Context: an optimization exercise on an open-source flow, tuned for small area, a short achievable clock period and few clock cycles per item. The choices shown serve that exercise and are no tape-out recipe.
RTL that was checked went through simulation tests only; none was proved equivalent to the original.
No activity file was given, so power comes from the tool's default toggle rates.

==> flow/design.v <==
`default_nettype none
package isaPkg;
	localparam int DATA_W = 16;
	localparam int REG_ADDR_W = 5;
	localparam int OPCODE_W = 7;
	typedef enum logic [OPCODE_W-1:0] {
		OP_ADD = 7'd1,
		OP_SUB = 7'd2,
		OP_AND = 7'd3,
		OP_OR  = 7'd4,
		OP_XOR = 7'd5,
		OP_SHL = 7'd6,
		OP_SHR = 7'd7,
		OP_MOV = 7'd8
	} opcode_e;
	typedef logic [DATA_W-1:0] data_t;
	typedef logic [REG_ADDR_W-1:0] regAddr_t;
	typedef struct packed {
		logic overflow;
		logic underflow;
	} status_t;
endpackage
`default_nettype wire
`default_nettype none
package busPkg;
	localparam int BUNDLE_W = 90;
	localparam int COMMIT_W = 48;
	localparam int SLOT_W = 46;
	typedef struct packed {
		logic isWb;
		logic [7-1:0] opcode;
		logic [4:0] wbAddr;
		logic [15:0] pOperand;
		logic [15:0] sOperand;
	} laneOp_t;
	typedef struct packed {
		laneOp_t laneA;
		laneOp_t laneB;
	} bundle_t;
	typedef struct packed {
		logic [1:0] code;
		logic [4:0] wbAddr;
		logic [15:0] wbData;
	} slotHalf_t;
	typedef struct packed {
		slotHalf_t laneA;
		slotHalf_t laneB;
	} slot_t;
	typedef struct packed {
		logic wbValid;
		logic [4:0] wbAddr;
		logic [15:0] wbData;
		logic [1:0] status;
	} commitHalf_t;
	typedef struct packed {
		commitHalf_t laneA;
		commitHalf_t laneB;
	} commit_t;
endpackage
`default_nettype wire
`default_nettype none
module creditFifo #(
	parameter int DEPTH = 4,
	parameter int WIDTH = 1
) (
	input wire logic clock_i,
	input wire logic reset_i,
	input wire logic push_i,
	input wire logic [WIDTH-1:0] item_i,
	input wire logic pop_i,
	output logic [WIDTH-1:0] item_o
);
	localparam int PTR_W = (DEPTH > 1) ? $clog2(DEPTH) : 1;
	logic [WIDTH-1:0] mem [DEPTH];
	logic [PTR_W-1:0] rdPtr;
	logic [PTR_W-1:0] wrPtr;
	always_ff @(posedge clock_i)
	begin
		if (push_i)
		begin
			mem[wrPtr] <= item_i;
		end
	end
	assign item_o = mem[rdPtr];
	always_ff @(posedge clock_i)
	begin
		if (reset_i)
		begin
			rdPtr <= '0;
			wrPtr <= '0;
		end
		else
		begin
			if (push_i)
			begin
				wrPtr <= (wrPtr == PTR_W'(DEPTH - 1)) ? '0 : wrPtr + 1'b1;
			end
			if (pop_i)
			begin
				rdPtr <= (rdPtr == PTR_W'(DEPTH - 1)) ? '0 : rdPtr + 1'b1;
			end
		end
	end
endmodule
`default_nettype wire
`default_nettype none
module arithLane (
	input wire busPkg::laneOp_t op_i,
	input wire logic kill_i,
	output logic wbValid_o,
	output busPkg::slotHalf_t half_o
);
	logic [15:0] p;
	logic [15:0] s;
	logic isAdd, isSub, isAnd, isOr, isXor, isShl, isShr, isMov;
	logic legalOp;
	logic keep;
	logic [15:0] sx;
	logic [16:0] sumWide;
	logic [15:0] shOut;
	logic [15:0] shRev;
	assign p = op_i.pOperand;
	assign s = op_i.sOperand;
	assign isAdd = op_i.opcode == 7'd1;
	assign isSub = op_i.opcode == 7'd2;
	assign isAnd = op_i.opcode == 7'd3;
	assign isOr = op_i.opcode == 7'd4;
	assign isXor = op_i.opcode == 7'd5;
	assign isShl = op_i.opcode == 7'd6;
	assign isShr = op_i.opcode == 7'd7;
	assign isMov = op_i.opcode == 7'd8;
	assign legalOp = (op_i.opcode != 7'd0) && (op_i.opcode <= 7'd8);
	assign wbValid_o = op_i.isWb && legalOp;
	assign keep = wbValid_o && !kill_i;
	assign sx = op_i.opcode[1] ? ~s : s;
	always_comb
	begin
		logic [16:0] g;
		logic [16:0] t;
		g = {p & sx & {16{!op_i.opcode[2]}}, op_i.opcode[1] & !op_i.opcode[2]};
		t = {p ^ sx, 1'b0};
		for (int l = 0; l < 5; l++)
		begin
			for (int i = 16; i >= 0; i--)
			begin
				if (((i >> l) & 1) == 1)
				begin
					g[i] = g[i] | (t[i] & g[((i >> l) << l) - 1]);
					t[i] = t[i] & t[((i >> l) << l) - 1];
				end
			end
		end
		sumWide = {g[16], p ^ sx ^ g[15:0]};
	end
	always_comb
	begin
		logic [15:0] r;
		for (int i = 0; i < 16; i++)
		begin
			r[i] = op_i.opcode[0] ? p[i] : p[15-i];
		end
		r = s[3] ? {8'd0, r[15:8]} : r;
		r = s[2] ? {4'd0, r[15:4]} : r;
		r = s[1] ? {2'd0, r[15:2]} : r;
		r = s[0] ? {1'd0, r[15:1]} : r;
		shOut = r;
		for (int i = 0; i < 16; i++)
		begin
			shRev[i] = r[15-i];
		end
	end
	assign half_o.wbAddr = keep ? op_i.wbAddr : 5'd0;
	assign half_o.wbData = ({16{keep && (isAdd || isSub || isXor)}} & sumWide[15:0])
		| ({16{keep && isAnd}} & (p & s))
		| ({16{keep && isOr}} & (p | s))
		| ({16{keep && isMov}} & s)
		| ({16{keep && isShl}} & shRev)
		| ({16{keep && isShr}} & shOut);
	assign half_o.code[1] = keep && (isAdd || isSub) && (sumWide[16] ^ op_i.opcode[1]);
	assign half_o.code[0] = keep && !(isAdd && sumWide[16]);
endmodule
`default_nettype wire
`default_nettype none
module commitMerge (
	input wire busPkg::bundle_t bundle_i,
	output busPkg::slot_t slot_o
);
	logic wbA;
	logic wbB;
	logic sameDest;
	assign sameDest = wbA && wbB && (bundle_i.laneA.wbAddr == bundle_i.laneB.wbAddr);
	arithLane laneA (
		.op_i(bundle_i.laneA),
		.kill_i(sameDest),
		.wbValid_o(wbA),
		.half_o(slot_o.laneA)
	);
	arithLane laneB (
		.op_i(bundle_i.laneB),
		.kill_i(1'b0),
		.wbValid_o(wbB),
		.half_o(slot_o.laneB)
	);
endmodule
`default_nettype wire
`default_nettype none
module vliwExecCore #(
	parameter int BUNDLE_DEPTH = 4,
	parameter int COMMIT_CREDITS = 2
) (
	input wire logic clock_i,
	input wire logic reset_i,
	input wire logic bundleValid_i,
	input wire busPkg::bundle_t bundle_i,
	output wire logic bundleCredit_o,
	input wire logic commitCredit_i,
	output wire logic commitValid_o,
	output wire busPkg::commit_t commit_o
);
	localparam int CNT_W = $clog2(BUNDLE_DEPTH + 1);
	localparam int CREDIT_W = $clog2(COMMIT_CREDITS + 1);
	busPkg::slot_t newSlot;
	busPkg::slot_t headSlot;
	logic [CNT_W-1:0] count;
	logic [CNT_W-1:0] countNext;
	logic [CREDIT_W-1:0] credits;
	logic [CREDIT_W-1:0] creditsAvail;
	logic commitValid;
	logic commitNext;
	logic bundleCredit;
	commitMerge merger (
		.bundle_i(bundle_i),
		.slot_o(newSlot)
	);
	creditFifo #(
		.DEPTH(BUNDLE_DEPTH),
		.WIDTH(busPkg::SLOT_W)
	) recordQueue (
		.clock_i(clock_i),
		.reset_i(reset_i),
		.push_i(bundleValid_i),
		.item_i(newSlot),
		.pop_i(commitValid),
		.item_o(headSlot)
	);
	assign countNext = count - CNT_W'(commitValid) + CNT_W'(bundleValid_i);
	assign creditsAvail = credits + CREDIT_W'(commitCredit_i);
	assign commitNext = (creditsAvail != '0) && (countNext != '0);
	always_ff @(posedge clock_i)
	begin
		if (reset_i)
		begin
			count <= '0;
			credits <= CREDIT_W'(COMMIT_CREDITS);
			commitValid <= 1'b0;
			bundleCredit <= 1'b0;
		end
		else
		begin
			count <= countNext;
			credits <= creditsAvail - CREDIT_W'(commitNext);
			commitValid <= commitNext;
			bundleCredit <= commitNext;
		end
	end
	assign commitValid_o = commitValid;
	assign bundleCredit_o = bundleCredit;
	assign commit_o.laneA.wbValid = |headSlot.laneA.code;
	assign commit_o.laneA.wbAddr = headSlot.laneA.wbAddr;
	assign commit_o.laneA.wbData = headSlot.laneA.wbData;
	assign commit_o.laneA.status = {headSlot.laneA.code[1] & ~headSlot.laneA.code[0],
		headSlot.laneA.code[1] & headSlot.laneA.code[0]};
	assign commit_o.laneB.wbValid = |headSlot.laneB.code;
	assign commit_o.laneB.wbAddr = headSlot.laneB.wbAddr;
	assign commit_o.laneB.wbData = headSlot.laneB.wbData;
	assign commit_o.laneB.status = {headSlot.laneB.code[1] & ~headSlot.laneB.code[0],
		headSlot.laneB.code[1] & headSlot.laneB.code[0]};
endmodule
`default_nettype wire
export LEC_CHECK = 0
export CAP_MARGIN = 20
export CORE_MARGIN = 2
export CORE_UTILIZATION = 40
export CTS_BUF_LIST = sky130_fd_sc_hd__clkbuf_4 sky130_fd_sc_hd__clkbuf_8
export SETUP_SLACK_MARGIN = 1.5
export SLEW_MARGIN = 20
create_clock -name core_clock -period 4.0 [get_ports {clock_i}]
standard.sh (not shown) runs the stock make flow with config.mk's settings and CLKGATE_MAP_FILE= SYNTH_SCRIPT=/design/flow/synth_recipe.tcl, a recipe that flattens the netlist after the stock synthesis.
==> flow/flow/run.sh <==
#!/bin/bash
# Standard ORFS layout (the standard.sh, synthesis unchanged), with plain
# buffers on the ports instead of the default delay-cell buffers, plus the
# settings in flow/extra.env. Each tool's full output goes to its own log
# here; ORFS's per-step logs are under orfs/logs/.
set -euo pipefail
export BUFFER_PORTS_ARGS="-buffer_cell sky130_fd_sc_hd__buf_1"
if [[ -f flow/extra.env ]]; then
  set -a
  source flow/extra.env
  set +a
fi
bash standard.sh synth > synth.log 2>&1
bash standard.sh finish > layout.log 2>&1
==> next run, changes <==
Settings changed: CORE_UTILIZATION 40 to 55, SETUP_SLACK_MARGIN 1.5 to 1.2.
Maximum frequency shrinks by 2.3%.
Power shrinks by 11%.
Non-clock buffer count shrinks by 62.
Utilization grows by 14 points.
Worst setup slack gets worse by 0.075 ns.
Clock power shrinks by about 10%.
Clock skew shrinks by 0.018 ns.
Cell count shrinks by 11%.
Clock-buffer cell count shrinks by 1.
Combinational power shrinks by 21%.
Routed wire length shrinks by 11%.
No functional check of the RTL was part of any run of this note.


Starts from the design.v that is shown in full above.
==> flow/config.mk <==
export PLATFORM = sky130hd
export DESIGN_NAME = vliwExecCore
export DESIGN_NICKNAME = vliwExecCore
export VERILOG_FILES = /design/flow/design.v
export SDC_FILE = /design/flow/constraint.sdc
export NUM_CORES = 4
export LEC_CHECK = 0
export CAP_MARGIN = 20
export CORE_MARGIN = 2
export CORE_UTILIZATION = 40
export CTS_BUF_LIST = sky130_fd_sc_hd__clkbuf_4 sky130_fd_sc_hd__clkbuf_8
export SETUP_SLACK_MARGIN = 1.2
export SLEW_MARGIN = 20
==> flow/constraint.sdc <==
create_clock -name core_clock -period 4.0 [get_ports {clock_i}]
set_input_delay 0.8000 -clock core_clock [delete_from_list [all_inputs] [get_ports {clock_i}]]
set_output_delay 0.8000 -clock core_clock [all_outputs]
set_load 0.01 [all_outputs]
Scripts as last shown in full above: flow/flow/run.sh
The baseline finished clean.
Edit:
- SETUP_SLACK_MARGIN: 1.2 -> 0.8
Outcome: Power falls by 4.3%; cell count falls by 1.5%; via count goes down by about 1.9%.
Edit:
- CTS_BUF_LIST: sky130_fd_sc_hd__clkbuf_4 sky130_fd_sc_hd__clkbuf_8 -> sky130_fd_sc_hd__clkbuf_8 sky130_fd_sc_hd__clkbuf_16
- SETUP_SLACK_MARGIN: 0.8 -> 1.2
Setup slack gets better by 40 ps. Synthesized area is unchanged. Final area went up by 5.9%. Flip-flop and latch count stays the same.
Edit:
- CTS_BUF_LIST: sky130_fd_sc_hd__clkbuf_8 sky130_fd_sc_hd__clkbuf_16 -> sky130_fd_sc_hd__clkbuf_4 sky130_fd_sc_hd__clkbuf_8
- SETUP_SLACK_MARGIN: 1.2 -> 0.5
Effect: The new run produced a clean layout; via count came out lower by 3.7%; utilization came out lower by 3.9 points; non-clock buffer count came out lower by 47; worst hold slack gets better by 8.1 ps; clock skew barely changes; cell area came out lower by 7.7%; first-iteration DRC count came out higher by about 30%; setup slack gets worse by 110 ps; power came out lower by about 11%; wire length came out lower by about 5%.
No functional check of the RTL was part of any run of this note.


vliwExecCore, a different RTL version from the one above (not shown whole).
Size: about 1200 cells after synthesis, roughly 200 flip-flops, about 0.014 mm² of cells after synthesis.
==> flow/config.mk <==
export PLATFORM = sky130hd
export DESIGN_NAME = vliwExecCore
export DESIGN_NICKNAME = vliwExecCore
export VERILOG_FILES = /design/flow/design.v
export SDC_FILE = /design/flow/constraint.sdc
export NUM_CORES = 4
export LEC_CHECK = 0
export CAP_MARGIN = 20
export CORE_MARGIN = 2
export CORE_UTILIZATION = 40
export SLEW_MARGIN = 20
==> flow/constraint.sdc <==
create_clock -name core_clock -period 4.0 [get_ports {clock_i}]
set_input_delay 0.8000 -clock core_clock [delete_from_list [all_inputs] [get_ports {clock_i}]]
set_output_delay 0.8000 -clock core_clock [all_outputs]
set_load 0.01 [all_outputs]
run.sh (not shown) runs the stock make flow with config.mk's settings and CLKGATE_MAP_FILE= SYNTH_SCRIPT=/design/flow/synth_recipe.tcl, a recipe that flattens the netlist after the stock synthesis.
Stock flow here: none of the scripts above is used.
Testbench counts at the start, summed over its fixed seeds: cycles 4,247, items 3,200.
Change:
==> flow/flow/run.sh (new file) <==
#!/bin/bash
# Standard ORFS layout (the standard.sh, synthesis unchanged), with plain
# buffers on the ports instead of the default delay-cell buffers, plus the
# settings in flow/extra.env. Each tool's full output goes to its own log
# here; ORFS's per-step logs are under orfs/logs/.
set -euo pipefail
export BUFFER_PORTS_ARGS="-buffer_cell sky130_fd_sc_hd__buf_1"
if [[ -f flow/extra.env ]]; then
  set -a
  source flow/extra.env
  set +a
fi
bash standard.sh synth > synth.log 2>&1
bash standard.sh finish > layout.log 2>&1
==> flow/flow/extra.env (new file) <==
RECOVER_POWER=100
==> flow/standard.sh (new file) <==
#!/bin/bash
# synth_recipe.tcl (not shown) runs the flow's synth.tcl, then flattens the netlist and writes it again
# the make line also repeats each setting of config.mk as NAME=value (left out here)
make -C /OpenROAD-flow-scripts/flow DESIGN_CONFIG=/design/flow/config.mk WORK_HOME=/design/flow/orfs CLKGATE_MAP_FILE= SYNTH_SCRIPT=/design/flow/synth_recipe.tcl "${@:-finish}"
--- a/flow/config.mk
+++ b/flow/config.mk
@@ -10,0 +11 @@
+export SETUP_SLACK_MARGIN = 1.2
removed: flow/run.sh
After rerunning:
- Now the flow completed and failed the layout checks on capacitance limit, slew limit
- maximum frequency goes up by a little under a tenth
- die area does not change
- worst setup slack is better by 0.26 ns
- clock power goes down by roughly a tenth
- register-to-register slack loses 0.75 ns
- routed wire length came out higher by a few percent
- global-route usage decreases by 0.10 points
- flip-flop and latch count is unchanged
- critical path depth decreases by 5
Change:
--- a/flow/config.mk
+++ b/flow/config.mk
@@ -11 +11 @@
-export SETUP_SLACK_MARGIN = 1.2
+export SETUP_SLACK_MARGIN = 2.0
removed: flow/flow/extra.env
Now the flow finished clean.
Sequential power barely changes.
Total power rose by 14%.
Design area rose by 15%.
Core utilization rose by 7.2 points.
Change:
==> flow/flow/run.sh (replaced) <==
#!/bin/bash
# Standard ORFS layout, with plain buffers on the ports instead of the
# default delay-cell buffers. Each tool's full output goes to its own log
# here; ORFS's per-step logs are under orfs/logs/.
set -euo pipefail
export BUFFER_PORTS_ARGS="-buffer_cell sky130_fd_sc_hd__buf_1"
bash standard.sh synth > synth.log 2>&1
bash standard.sh finish > layout.log 2>&1
--- a/flow/config.mk
+++ b/flow/config.mk
@@ -11 +10,0 @@
-export SETUP_SLACK_MARGIN = 2.0
After rerunning: The changed run went through all stages and came out clean. Fmax drops by roughly a tenth. Setup slack got worse by 0.42 ns. Worst hold slack got worse by 0.012 ns. Sequential power climbs slightly. Synthesized area is unchanged.


Starting RTL as in the previous note.
==> flow/config.mk <==
export PLATFORM = sky130hd
export DESIGN_NAME = vliwExecCore
export DESIGN_NICKNAME = vliwExecCore
export VERILOG_FILES = /design/flow/design.v
export SDC_FILE = /design/flow/constraint.sdc
export NUM_CORES = 4
export LEC_CHECK = 0
export CAP_MARGIN = 20
export CORE_MARGIN = 2
export CORE_UTILIZATION = 40
export SETUP_SLACK_MARGIN = 1.2
export SLEW_MARGIN = 20
==> flow/constraint.sdc <==
create_clock -name core_clock -period 4.0 [get_ports {clock_i}]
set_input_delay 0.8000 -clock core_clock [delete_from_list [all_inputs] [get_ports {clock_i}]]
set_output_delay 0.8000 -clock core_clock [all_outputs]
set_load 0.01 [all_outputs]
standard.sh (not shown) runs the stock make flow with config.mk's settings and CLKGATE_MAP_FILE= SYNTH_SCRIPT=/design/flow/synth_recipe.tcl, a recipe that flattens the netlist after the stock synthesis.
==> flow/flow/run.sh <==
#!/bin/bash
# Standard ORFS layout, with plain buffers on the ports instead of the
# default delay-cell buffers. Each tool's full output goes to its own log
# here; ORFS's per-step logs are under orfs/logs/.
set -euo pipefail
export BUFFER_PORTS_ARGS="-buffer_cell sky130_fd_sc_hd__buf_1"
bash standard.sh synth > synth.log 2>&1
bash standard.sh finish > layout.log 2>&1
Testbench counts at the start, summed over its fixed seeds: cycles 4,247, items 3,200.
Then changed:
==> flow/flow/run.sh (replaced) <==
#!/bin/bash
# Standard ORFS layout (the standard.sh, synthesis unchanged), with plain
# buffers on the ports instead of the default delay-cell buffers, plus the
# settings in flow/extra.env. Each tool's full output goes to its own log
# here; ORFS's per-step logs are under orfs/logs/.
set -euo pipefail
export BUFFER_PORTS_ARGS="-buffer_cell sky130_fd_sc_hd__buf_1"
if [[ -f flow/extra.env ]]; then
  set -a
  source flow/extra.env
  set +a
fi
bash standard.sh synth > synth.log 2>&1
bash standard.sh finish > layout.log 2>&1
- CTS_BUF_LIST: default -> sky130_fd_sc_hd__clkbuf_4 sky130_fd_sc_hd__clkbuf_8
The changed run finished with timing, DRC and antenna clean.
Final cell count decreases by 0.38%.
Design area decreases by 1.5%.
Total power decreases by 5.5%.
Combinational power increases by about 4%.
Then changed:
==> flow/run.sh (new file) <==
#!/bin/bash
# synth_recipe.tcl (not shown) runs the flow's synth.tcl, then flattens the netlist and writes it again
# the make line also repeats each setting of config.mk as NAME=value (left out here)
make -C /OpenROAD-flow-scripts/flow DESIGN_CONFIG=/design/flow/config.mk WORK_HOME=/design/flow/orfs CLKGATE_MAP_FILE= SYNTH_SCRIPT=/design/flow/synth_recipe.tcl finish
- CTS_BUF_LIST: sky130_fd_sc_hd__clkbuf_4 sky130_fd_sc_hd__clkbuf_8 -> default
removed: flow/flow/run.sh
removed: flow/standard.sh
After rerunning: The changed run finished with timing, DRC and antenna clean; design area goes up by roughly a tenth; utilization rose by 6.4 points; setup slack gets worse by 0.029 ns.

port drivers added, routing unchanged:
No port has a modelled driver above. Below, the same layouts with a new extraction and two added sets of constraints. Step 1 assumes that a clkbuf_16 drives the clock port and a buf_2 every other input. Step 2 moves the port delays by t, midway between the first and last clock arrival at a register: inputs arrive t later, outputs are due t later. That takes back most of the time a late clock gives input paths. Three values: ideal ports, drivers, drivers and shift; two values: the first two.
| run | t (ns) | setup slack, ns | latest minus earliest clock arrival (ns) |
|---|---|---|---|
| the first run of note 1 | 0.508 | 0.844 / 0.834 / 0.326 | 0.034 / 0.033 |
| the second run of note 1 | 0.484 | 0.768 / 0.757 / 0.273 | 0.022 / 0.022 |
| the first run of note 2 | 0.506 | 0.833 / 0.823 / 0.317 | 0.027 / 0.027 |
| the second run of note 2 | 0.499 | 0.749 / 0.764 / 0.265 | 0.021 / 0.021 |
| the third run of note 2 | 0.480 | 0.789 / 0.779 / 0.299 | 0.024 / 0.023 |
| the fourth run of note 2 | 0.502 | 0.683 / 0.704 / 0.202 | 0.028 / 0.028 |
| the first run of note 3 | 0.474 | 0.271 / 0.296 / -0.177 | 0.015 / 0.015 |
| the second run of note 3 | 0.464 | 0.527 / 0.463 / -0.001 | 0.013 / 0.014 |
| the third run of note 3 | 0.469 | 0.979 / 0.982 / 0.513 | 0.009 / 0.008 |
| the fourth run of note 3 | 0.471 | 0.562 / 0.551 / 0.080 | 0.015 / 0.015 |
| the first run of note 4 | 0.464 | 0.997 / 0.963 / 0.499 | 0.014 / 0.015 |
| the second run of note 4 | 0.480 | 0.996 / 0.932 / 0.452 | 0.016 / 0.016 |
| the third run of note 4 | 0.463 | 0.967 / 0.854 / 0.391 | 0.009 / 0.010 |
For the third run of note 4, which loses most, drivers alone change the setup slack by -0.113 ns; drivers and shift together by -0.576 ns.
